Background: an optimization exercise with open tools, aiming at small area. Do not read the settings as production practice.
Function was checked by simulation only, so behaviour that the tests miss may differ from the original.
No activity file was given, so power comes from the tool's default toggle rates.

red:
## dataAcqCore
module dataAcqCore (
  input  logic         Clk,
  input  logic         En,
  input  logic [31:0]  cpuCommand,
  input  logic         statusClear,
  input  logic [127:0] sensorReadings,
  output logic [31:0]  resultForCpu,
  output logic [2:0]   statusBits
);
  logic sB, sX, sY;
  logic stIdle, stRun, stRun1, stLoad;
  assign stIdle = !sB && !sX && !sY;
  assign stRun  = sB && !sX;
  assign stRun1 = sB && sY;
  assign stLoad = !sB && sX;
  logic errSticky, doneLatched;
  assign statusBits = {sB, errSticky, doneLatched};
  logic [2:0] cTyp;
  logic [1:0] cMode;
  logic [3:0] cNcc, cCfg;
  logic [5:0] cNs;
  logic       cEdge, cSilc, cUns, cNccNz;
  assign cTyp   = cpuCommand[29:27];
  assign cMode  = cpuCommand[31:30];
  assign cNcc   = cpuCommand[23:20];
  assign cNs    = cpuCommand[23:18];
  assign cCfg   = cpuCommand[3:0];
  assign cEdge  = (cTyp == 3'd1) || (cTyp == 3'd4);
  assign cSilc  = (cTyp == 3'd5);
  assign cUns   = (cTyp == 3'd0) || (cTyp == 3'd3);
  assign cNccNz = |cNcc;
  logic [11:0] ringA [8];
  logic [6:0]  ringB [4];
  logic [7:0]  ringAv;   
  logic [3:0]  ringBv;
  logic [2:0]  ph;
  logic [2:0]  pendT;    
  logic        pend1, pend2;
  logic [12:0] rVal, rValNext;
  logic        sensOk, wr1, wr2, okOut;
  logic [2:0]  rErr;
  logic [1:0]  rTag;
  ...
==> flow/config.mk <==
export PLATFORM = sky130hd
export DESIGN_NAME = dataAcqCore
export DESIGN_NICKNAME = dataAcqCore
export VERILOG_FILES = /design/flow/design.v
export SDC_FILE = /design/flow/constraint.sdc
export NUM_CORES = 4
export LEC_CHECK = 0
export ABC_AREA = 1
export CAP_MARGIN = 20
export CORE_MARGIN = 2
export CORE_UTILIZATION = 65
export SLEW_MARGIN = 20
==> flow/constraint.sdc <==
create_clock -name core_clock -period 10.0 [get_ports {Clk}]
set_input_delay 2.0000 -clock core_clock [delete_from_list [all_inputs] [get_ports {Clk}]]
set_output_delay 2.0000 -clock core_clock [all_outputs]
set_load 0.01 [all_outputs]
standard.sh (not shown) runs the stock make flow with config.mk's settings and CLKGATE_MAP_FILE= SYNTH_SCRIPT=/design/flow/synth_recipe.tcl, a recipe that flattens the netlist after the stock synthesis.
==> flow/flow/run.sh <==
#!/bin/bash
# Standard ORFS flow with two changes:
#  - synthesis maps logic with an area-oriented ABC script (flow/abc_area.script);
#    registers are untouched (same dfflibmap step as the standard synthesis)
#  - adders are left to ABC too (no ADDER_MAP_FILE half/full adder cells)
#  - clock tree synthesis without dummy loads (same tree settings otherwise)
#  - every input and output port still gets a buffer, but a buf_1 one, and the
#    buffers synthesis puts on outputs sharing a net (insbuf) are buf_1 too
set -euo pipefail
rm -rf myscripts
cp -r "$FLOW_HOME/scripts" myscripts
cp flow/abc_area.script myscripts/abc_area.script
export SCRIPTS_DIR="$PWD/myscripts"
export BUFFER_PORTS_ARGS="-buffer_cell sky130_fd_sc_hd__buf_1"
bash standard.sh SCRIPTS_DIR="$PWD/myscripts" ADDER_MAP_FILE= "CTS_ARGS=-sink_clustering_enable -repair_clock_nets -dont_use_dummy_load -buf_list {sky130_fd_sc_hd__clkbuf_8} -sink_clustering_size 20 -sink_clustering_max_diameter 50" "MIN_BUF_CELL_AND_PORTS=sky130_fd_sc_hd__buf_1 A X" finish > standard.log 2>&1
==> flow/flow/abc_area.script <==
strash
&get -n
&st
&deepsyn -T 60
&dch -f
&nf -a -R 1000
&put
topo
red completed every stage of the flow, and the final layout passed the timing, DRC and antenna checks.
### red -> blue
diff --git a/flow/config.mk b/flow/config.mk
--- a/flow/config.mk
+++ b/flow/config.mk
@@ -11 +11 @@
-export CORE_UTILIZATION = 65
+export CORE_UTILIZATION = 70
--- outcome ---
- Compared with red, in blue pre-CTS setup slack lost 0.078 ns, detailed-route wire length per cell now sits higher, routed via count divided by cell count +about 5.3%.
- blue vs red on total power: blue is the higher one.
- Portion of the clock cycle consumed by the worst path in the final layout ended up 1.9 points higher on blue than on red.

========
## job 409
dataAcqCore, a different RTL version from the one above (not shown whole).
For scale: roughly 700 cells after synthesis, roughly 220 flip-flops, about 200 I/O pins, about 7700 µm² of cells after synthesis.
==> flow/design.v (excerpt) <==
module dataAcqCore (
  input  logic         Clk,
  input  logic         En,
  input  logic [31:0]  cpuCommand,
  input  logic         statusClear,
  input  logic [127:0] sensorReadings,
  output logic [31:0]  resultForCpu,
  output logic [2:0]   statusBits
);
clock: 10.0 ns
lec_check: 0
abc_area: 1
cap_margin: 20
core_margin: 2
core_utilization: 65
gpl_timing_driven: 0
slew_margin: 20
Scripts as last shown in full above: flow/flow/run.sh, flow/flow/abc_area.script
For job 611, these inputs were changed with respect to job 409:
--- a/flow/flow/run.sh
+++ b/flow/flow/run.sh
@@ -2 +2 @@
-# Standard ORFS flow with two changes:
+# Standard ORFS flow with these changes:
@@ -6 +6,2 @@
-#  - clock tree synthesis without dummy loads (same tree settings otherwise)
+#  - clock tree synthesis without dummy loads, clustering sinks in groups of
+#    up to 12 under clkbuf_4 buffers
@@ -15 +16 @@
-bash standard.sh SCRIPTS_DIR="$PWD/myscripts" ADDER_MAP_FILE= "CTS_ARGS=-sink_clustering_enable -repair_clock_nets -dont_use_dummy_load -buf_list {sky130_fd_sc_hd__clkbuf_8} -sink_clustering_size 20 -sink_clustering_max_diameter 50" "MIN_BUF_CELL_AND_PORTS=sky130_fd_sc_hd__buf_1 A X" finish > standard.log 2>&1
+bash standard.sh SCRIPTS_DIR="$PWD/myscripts" ADDER_MAP_FILE= "CTS_ARGS=-sink_clustering_enable -repair_clock_nets -dont_use_dummy_load -buf_list {sky130_fd_sc_hd__clkbuf_4} -sink_clustering_size 12 -sink_clustering_max_diameter 35" "MIN_BUF_CELL_AND_PORTS=sky130_fd_sc_hd__buf_1 A X" finish > standard.log 2>&1
[summary]
Wire length: job 611 vs job 409 — no meaningful difference. Compared with job 409, job 611 shows a higher switching share of power. From job 409 to job 611 the numbers moved as follows: worst hold-check slack went up 18 ps, non-clock buffer count went up 1, area overhead of the layout relative to synthesis went down 0.21 points. Between job 611 and job 409, the difference in core utilization is negligible. Required time at the endpoint of the critical path, job 611 and job 409: larger value in job 611. The higher critical path arrival of job 611 and job 409 is in job 611. Diff job 611 and job 409: worst-skew pair later-pin latency lower in job 409. Comparing job 409 against job 611, there is no change at all in residual DRC count. When job 611 is set beside job 409, its post-route minimum period turns out to be 96 ps smaller.
Inputs modified between job 611 and job 8801:
--- a/flow/flow/run.sh
+++ b/flow/flow/run.sh
@@ -2 +2 @@
-# Standard ORFS flow with these changes:
+# Standard ORFS flow with two changes:
@@ -6,2 +6 @@
-#  - clock tree synthesis without dummy loads, clustering sinks in groups of
-#    up to 12 under clkbuf_4 buffers
+#  - clock tree synthesis without dummy loads (same tree settings otherwise)
==> run summary <==
- Comparing job 8801 against job 611, there is no change at all in depth of the critical timing path with buffers and inverters included.
- From job 611 to job 8801, wire length did not move at all.
- Comparing job 611 against job 8801, there is no change at all in count of antenna diodes in the layout.
- Re total power: no difference whatsoever between job 611 and job 8801.
- Job 8801 -> job 611: site row count flat
- Cell area after layout came out exactly the same in job 611 and job 8801.
- From job 611 to job 8801, aggregate global-route resource usage did not move at all.
- Clock power: job 611 vs job 8801 — no meaningful difference
#### Input delta (job 8785 over job 8801)
- GPL_TIMING_DRIVEN removed (was 0)
--- a/flow/flow/run.sh
+++ b/flow/flow/run.sh
@@ -15 +15 @@
-bash standard.sh SCRIPTS_DIR="$PWD/myscripts" ADDER_MAP_FILE= "CTS_ARGS=-sink_clustering_enable -repair_clock_nets -dont_use_dummy_load -buf_list {sky130_fd_sc_hd__clkbuf_4} -sink_clustering_size 12 -sink_clustering_max_diameter 35" "MIN_BUF_CELL_AND_PORTS=sky130_fd_sc_hd__buf_1 A X" finish > standard.log 2>&1
+bash standard.sh SCRIPTS_DIR="$PWD/myscripts" ADDER_MAP_FILE= "CTS_ARGS=-sink_clustering_enable -repair_clock_nets -dont_use_dummy_load -buf_list {sky130_fd_sc_hd__clkbuf_8} -sink_clustering_size 20 -sink_clustering_max_diameter 50" "MIN_BUF_CELL_AND_PORTS=sky130_fd_sc_hd__buf_1 A X" finish > standard.log 2>&1
[summary]
Against job 8801, job 8785 comes in 0.32 points lower on global router's overall resource usage.
| time the worst path needs with I/O delays and setup | job 8785 vs job 8801 | better |
~same power drawn by the sequential cells in job 8785 and job 8801
Cmp job 8785 vs job 8801: non-clock buffer count higher in job 8785

========
## job 7102
Another version of the RTL of dataAcqCore (not shown whole).
For scale: ~790 cells after synthesis, ~220 flip-flops, about 200 I/O pins, ~8200 µm² of cells after synthesis.
## dataAcqCore
module dataAcqCore (
  input  logic         Clk,
  input  logic         En,
  input  logic [31:0]  cpuCommand,
  input  logic         statusClear,
  input  logic [127:0] sensorReadings,
  output logic [31:0]  resultForCpu,
  output logic [2:0]   statusBits
);
export LEC_CHECK = 0
export ABC_AREA = 1
export CAP_MARGIN = 20
export CORE_MARGIN = 2
export CORE_UTILIZATION = 65
export CTS_BUF_LIST = sky130_fd_sc_hd__clkbuf_8
export CTS_CLUSTER_DIAMETER = 50
export CTS_CLUSTER_SIZE = 16
export SLEW_MARGIN = 20
create_clock -name core_clock -period 10.0 [get_ports {Clk}]
==> flow/flow/run.sh <==
#!/bin/bash
# Standard ORFS flow with two changes:
#  - synthesis maps logic with an area-oriented ABC script (flow/abc_area.script);
#    registers are untouched (same dfflibmap step as the standard synthesis)
#  - adders are left to ABC too (no ADDER_MAP_FILE half/full adder cells)
#  - every input and output port still gets a buffer, but a buf_1 one, and the
#    buffers synthesis puts on outputs sharing a net (insbuf) are buf_1 too
set -euo pipefail
rm -rf myscripts
cp -r "$FLOW_HOME/scripts" myscripts
cp flow/abc_area.script myscripts/abc_area.script
export SCRIPTS_DIR="$PWD/myscripts"
export BUFFER_PORTS_ARGS="-buffer_cell sky130_fd_sc_hd__buf_1"
bash standard.sh SCRIPTS_DIR="$PWD/myscripts" ADDER_MAP_FILE= "MIN_BUF_CELL_AND_PORTS=sky130_fd_sc_hd__buf_1 A X" finish > standard.log 2>&1
Scripts as last shown in full above: flow/flow/abc_area.script
For job 1580, these inputs were changed with respect to job 7102:
==> flow/flow/run.sh <==
#!/bin/bash
# Standard ORFS flow with two changes:
#  - synthesis maps logic with an area-oriented ABC script (flow/abc_area.script);
#    registers are untouched (same dfflibmap step as the standard synthesis)
#  - adders are left to ABC too (no ADDER_MAP_FILE half/full adder cells)
#  - every input and output port still gets a buffer, but a buf_1 one
set -euo pipefail
rm -rf myscripts
cp -r "$FLOW_HOME/scripts" myscripts
cp flow/abc_area.script myscripts/abc_area.script
export SCRIPTS_DIR="$PWD/myscripts"
export BUFFER_PORTS_ARGS="-buffer_cell sky130_fd_sc_hd__buf_1"
bash standard.sh SCRIPTS_DIR="$PWD/myscripts" ADDER_MAP_FILE= finish > standard.log 2>&1
==> run summary <==
Taking job 7102 as the reference point, the endpoint arrival time on the critical path of job 1580 falls by 0.08 ns.
There was hardly any difference in total wire length between job 7102 and job 1580.
| clock network latency to the later pin of the worst-skew pair | lower: job 1580 |

separate check: timing with driven ports:
The flow's constraints put no driver on any port. The routed layouts listed below were extracted and timed again, unchanged, in two steps. Step 1: set_driving_cell puts a clkbuf_16 on Clk and a buf_2 on each other input, an assumption about the parent block. Step 2 moves the port delays by t, midway between the first and last clock arrival at a register: inputs arrive t later, outputs are due t later. That takes back most of the time a late clock gives input paths. Three values: ideal ports, drivers, drivers and shift; two values: the first two.
| run | t (ns) | setup WS [ns] | worst hold slack (ns) | latest minus earliest clock arrival (ns) |
|---|---|---|---|---|
| red | 0.516 | 0.891 / 0.903 / 0.387 | 0.280 / 0.280 / 0.280 | 0.049 / 0.049 |
| blue | 0.515 | 0.702 / 0.716 / 0.201 | 0.317 / 0.317 / 0.317 | 0.046 / 0.046 |
| job 409 | 0.509 | 0.665 / 0.663 / 0.154 | 0.278 / 0.278 / 0.278 | 0.057 / 0.056 |
| job 611 | 0.629 | 0.761 / 0.762 / 0.133 | 0.296 / 0.296 / 0.296 | 0.078 / 0.078 |
| job 8801 | 0.629 | 0.761 / 0.762 / 0.133 | 0.296 / 0.296 / 0.296 | 0.078 / 0.078 |
| job 8785 | 0.514 | 0.997 / 0.997 / 0.482 | 0.289 / 0.289 / 0.289 | 0.040 / 0.039 |
| job 7102 | 0.545 | 3.261 / 3.270 / 2.725 | 0.344 / 0.344 / 0.344 | 0.021 / 0.020 |
| job 1580 | 0.533 | 3.357 / 3.365 / 2.832 | 0.351 / 0.351 / 0.351 | 0.024 / 0.024 |
After both steps setup and hold are still met in every run listed.
